Background: an optimization exercise with open tools, aiming at small area, a short achievable clock period and few clock cycles per item. Do not read the settings as production practice.
Only simulation tests tie the RTL to the original design; equivalence was not proved.

==> inputs of wip/lagoon <==
## first_fit_chunk_allocator_top
module first_fit_chunk_allocator_top #(
  parameter int MAX_CHUNKS = 64
) (
  input  wire         clk,
  input  wire         rst_n,
  input  wire         in_tvalid,
  output logic        in_tready,
  input  wire  [55:0] in_tdata,    
  input  wire  [0:0]  in_tuser,    
  output logic        out_tvalid,
  input  wire         out_tready,
  output logic [71:0] out_tdata,   
  output logic [1:0]  out_tuser,   
  input  wire         cfg_valid,
  output logic        cfg_ready,
  input  wire  [1:0]  cfg_index,
  input  wire  [31:0] cfg_data
);
Settings: LEC_CHECK=0, CAP_MARGIN=20, CORE_MARGIN=2, CORE_UTILIZATION=60, SETUP_SLACK_MARGIN=5, SLEW_MARGIN=20, SYNTH_HIERARCHICAL=1, TNS_END_PERCENT=10; clock period 8.0 ns.
run.sh (not shown) runs the stock make flow with config.mk's settings and CLKGATE_MAP_FILE= SYNTH_SCRIPT=/design/flow/synth_recipe.tcl, a recipe that flattens the netlist after the stock synthesis.
==> wip/juniper (differences from wip/lagoon) <==
--- a/flow/design.v
+++ b/flow/design.v
@@ -37,20 +37,20 @@
 `default_nettype none
 module ffca_cmp (
   input  wire [23:0] size,
   input  wire [29:0] off,
   input  wire        valid,
-  input  wire [23:0] rsize,
+  input  wire [23:0] rsize_n,    
   input  wire [29:0] key,
   input  wire        do_alloc,
   input  wire        do_free,
   output logic       hit
 );
   logic ge;
   always_comb begin
     ge = 1'b1;
-    for (int i = 0; i < 24; i++) ge = (size[i] & ~rsize[i]) | ((size[i] | ~rsize[i]) & ge);
+    for (int i = 0; i < 24; i++) ge = (size[i] & rsize_n[i]) | ((size[i] | rsize_n[i]) & ge);
   end
   assign hit = valid & ((do_alloc & ge) | (do_free & (off == key)));
 endmodule
 module ffca_pick (
   input  wire  [63:0] cmp,
@@ -70,34 +70,32 @@
     upd   = is_free ? hf : (ha & ~{pre[62:0], 1'b0});
     any_a = pre[63];
     any_f = |hf;
   end
 endmodule
-module ffca_brk (
-  input  wire  [33:0] rem,
+module ffca_room (
   input  wire  [29:0] brk,
-  input  wire  [24:0] hs,
   input  wire  [31:0] limit,
-  output logic [33:0] rem_app,
-  output logic [33:0] rem_idle,
-  output logic [29:0] brk_app
-);
-  assign rem_app  = rem - {9'd0, hs};
-  assign rem_idle = {2'b00, limit} - {4'd0, brk};
-  assign brk_app  = brk + {5'd0, hs};
-endmodule
-module ffca_room (
-  input  wire  [33:0] rem,
   input  wire  [24:0] hs,
   input  wire  [24:0] hs_d,
   output logic        nr0,
   output logic        nr1
 );
-  logic [25:0] hs2;
-  assign hs2 = {1'b0, hs} + {1'b0, hs_d};
-  assign nr0 = rem[33] | (rem[32:0] < {8'd0, hs});
-  assign nr1 = rem[33] | (rem[32:0] < {7'd0, hs2});
+  logic [33:0] a, b, c, s0, c0, s1, c1, d0, d1;
+  always_comb begin
+    a  = {2'b00, ~limit};
+    b  = {4'd0, brk};
+    c  = {9'd0, hs};
+    s0 = a ^ b ^ c;
+    c0 = {(a[32:0] & b[32:0]) | (a[32:0] & c[32:0]) | (b[32:0] & c[32:0]), 1'b0};
+    s1 = s0 ^ c0 ^ {9'd0, hs_d};
+    c1 = {(s0[32:0] & c0[32:0]) | (s0[32:0] & {8'd0, hs_d}) | (c0[32:0] & {8'd0, hs_d}), 1'b0};
+  end
+  assign d0  = s0 + c0;
+  assign d1  = s1 + c1;
+  assign nr0 = d0[33] | d0[32];
+  assign nr1 = d1[33] | d1[32];
 endmodule
 module ffca_sel (
   input  wire  [64*30-1:0] offs,
   input  wire  [63:0]      sel,
   output logic [29:0]      off,
@@ -151,11 +149,13 @@
   localparam logic [1:0] MK_NEW  = 2'd1;
   localparam logic [1:0] MK_REU  = 2'd2;
   localparam logic [1:0] MK_FREE = 2'd3;
   logic [31:0] heap_base, heap_limit;
   logic [7:0]  hdr;
-  logic [31:0] basehdr, basehdr_nxt;
+  logic [31:0] basehdr;      
+  logic [31:0] bh_a, bh_s;
+  logic [7:0]  bh_b;
   assign cfg_ready = 1'b1;
   always_ff @(posedge clk) begin
     if (!rst_n) begin
       heap_base  <= 32'd0;
       heap_limit <= 32'd1048576;
@@ -167,20 +167,24 @@
         2'd2: hdr        <= cfg_data[7:0];
         default: ;
       endcase
     end
   end
-  ffca_add32 u_basehdr (.a(heap_base), .b({24'd0, hdr}), .s(basehdr_nxt));
-  always_ff @(posedge clk) basehdr <= basehdr_nxt;
+  assign bh_a = (cfg_index == 2'd0) ? cfg_data : heap_base;
+  assign bh_b = (cfg_index == 2'd2) ? cfg_data[7:0] : hdr;
+  ffca_add32 u_basehdr (.a(bh_a), .b({24'd0, bh_b}), .s(bh_s));
+  always_ff @(posedge clk) begin
+    if (!rst_n) basehdr <= 32'd24;
+    else if (cfg_valid && (cfg_index == 2'd0 || cfg_index == 2'd2)) basehdr <= bh_s;
+  end
   logic [23:0]  t_size [0:N-1];
   logic [29:0]  t_off  [0:N-1];
   logic [N-1:0] t_free;
   logic [N-1:0] t_valid;    
   logic [N-1:0] ptr;        
   logic [N-1:0] newest;     
   logic [29:0]  brk;
-  logic [33:0]  rem;        
   assign ptr    = ~t_valid & {t_valid[N-2:0], 1'b1};
   assign newest = t_valid & ~{1'b0, t_valid[N-1:1]};
   logic en;
   logic s_v, o_v;
   logic        a_v, a_type;
@@ -222,15 +226,15 @@
   assign do_alloc = !b_null && !b_type;
   assign do_free  = !b_null && b_type && b_keyok;
   for (genvar i = 0; i < N; i++) begin : g_cmp
     ffca_cmp u_cmp (
       .size(t_size[i]), .off(t_off[i]), .valid(t_valid[i]),
-      .rsize(b_size), .key(b_key), .do_alloc(do_alloc), .do_free(do_free),
+      .rsize_n(~b_size), .key(b_key), .do_alloc(do_alloc), .do_free(do_free),
       .hit(cmp[i])
     );
   end
-  ffca_room u_room (.rem(rem), .hs(b_hs), .hs_d(c_hs), .nr0(nr0), .nr1(nr1));
+  ffca_room u_room (.brk(brk), .limit(heap_limit), .hs(b_hs), .hs_d(c_hs), .nr0(nr0), .nr1(nr1));
   always_ff @(posedge clk) begin
     if (!rst_n) c_v <= 1'b0;
     else if (en) c_v <= b_v;
   end
   always_ff @(posedge clk) begin
@@ -247,21 +251,19 @@
     end
   end
   logic         last_app;
   logic [N-1:0] upd;
   logic         any_a, any_f, anyhit, full, app, go;
-  logic [33:0]  rem_app, rem_idle;
   logic [29:0]  brk_app;
+  logic [31:0]  brk_sum;
   logic [1:0]   st_d, mk_d;
   ffca_pick u_pick (
     .cmp(c_cmp), .free(t_free), .fwd(newest & {N{c_eqbrk & last_app}}), .is_free(c_type),
     .upd(upd), .any_a(any_a), .any_f(any_f)
   );
-  ffca_brk u_brk (
-    .rem(rem), .brk(brk), .hs(c_hs), .limit(heap_limit),
-    .rem_app(rem_app), .rem_idle(rem_idle), .brk_app(brk_app)
-  );
+  ffca_add32 u_brk (.a({2'b00, brk}), .b({7'd0, c_hs}), .s(brk_sum));
+  assign brk_app = brk_sum[29:0];
   assign anyhit = c_type ? any_f : any_a;
   assign full   = t_valid[N-1] | (last_app ? c_nr1 : c_nr0);
   assign app    = c_alloc && !any_a && !full;
   assign go     = c_v && en;
   always_comb begin
@@ -291,19 +293,12 @@
       if (!rst_n) t_valid[i] <= 1'b0;
       else if (go && app && ptr[i]) t_valid[i] <= 1'b1;
     end
   end
   always_ff @(posedge clk) begin
-    if (!rst_n) begin
-      brk <= 30'd0;
-      rem <= 34'd1048576;
-    end else if (go && app) begin
-      brk <= brk_app;
-      rem <= rem_app;
-    end else begin
-      rem <= rem_idle;
-    end
+    if (!rst_n) brk <= 30'd0;
+    else if (go && app) brk <= brk_app;
   end
   logic         d_v;
   logic [1:0]   d_st, d_mk;
   logic [N-1:0] d_oh;
   always_ff @(posedge clk) begin
==> flow_summary.toml <==
[outcome]
status = "timing/DRC/antenna clean"

[cts]
ctsResizeCount = 340
clkTransAtPathRegs_ns = 0.06

[setup_path]
r2r-end = "e_off[21]$_DFFE_PP_"
r2r_cells = 5

[synthesis]
netlist_area_um2 = 195000

[floorplan]
core_area_um2 = 324000
die_area_um2 = 330000

[detailed_routing]
viasPerCell = 7.36

[power]
fin_total_pwr_mw = 56.8
-- figures above: wip/juniper

==> flow_summary.toml <==
[cts]
clkTransAtPathRegs_ns = 0.07
postCtsSetupRepairBufs = 132
ctsResizeCount = 445

[power]
seqPwrFrac = 0.417

[synthesis]
avgSynthCellArea_um2 = 12.9

[setup_path]
r2r_cells = 15
r2r-end = "t_valid[52]$_SDFFE_PN0P_"

[floorplan]
die_area_um2 = 351000
core_area_um2 = 345000

[sta]
relSlewSlack = 0.215

[outcome]
status = "timing/DRC/antenna clean"
-- figures above: wip/lagoon

Testbench counts of wip/lagoon, summed over its fixed seeds: cycles 8,040, items 8,000.
Testbench counts of wip/juniper, summed over its fixed seeds: cycles 8,040, items 8,000.

port drivers added, routing unchanged:
The flow's constraints put no driver on any port. The routed layouts listed below were extracted and timed again, unchanged, in two steps.
Step 1 (the two cells are an assumption about what drives the block):
set clk [get_ports {clk}]
set_driving_cell -lib_cell sky130_fd_sc_hd__clkbuf_16 $clk
set_driving_cell -lib_cell sky130_fd_sc_hd__buf_2 [delete_from_list [all_inputs] $clk]
Step 2, shift: input delay + t, output delay - t, t = (earliest + latest rising clock arrival at the registers) / 2. This alone moves slack from input paths to output paths.
a / b / c = no drivers / after step 1 / after step 2; a / b = the first two.
| run | t (ns) | setup slack, ns | clock arrival spread, ns | pins driven straight from the clock port |
|---|---|---|---|---|
| wip/lagoon | 1.115 | 4.270 / 4.270 / 3.698 | 0.098 / 0.099 | 1 |
| wip/juniper | 1.114 | 4.453 / 4.346 / 3.413 | 0.068 / 0.068 | 1 |
After both steps setup and hold are still met in every run listed. For wip/juniper, which loses most, drivers alone change the setup slack by -0.107 ns; drivers and shift together by -1.040 ns.
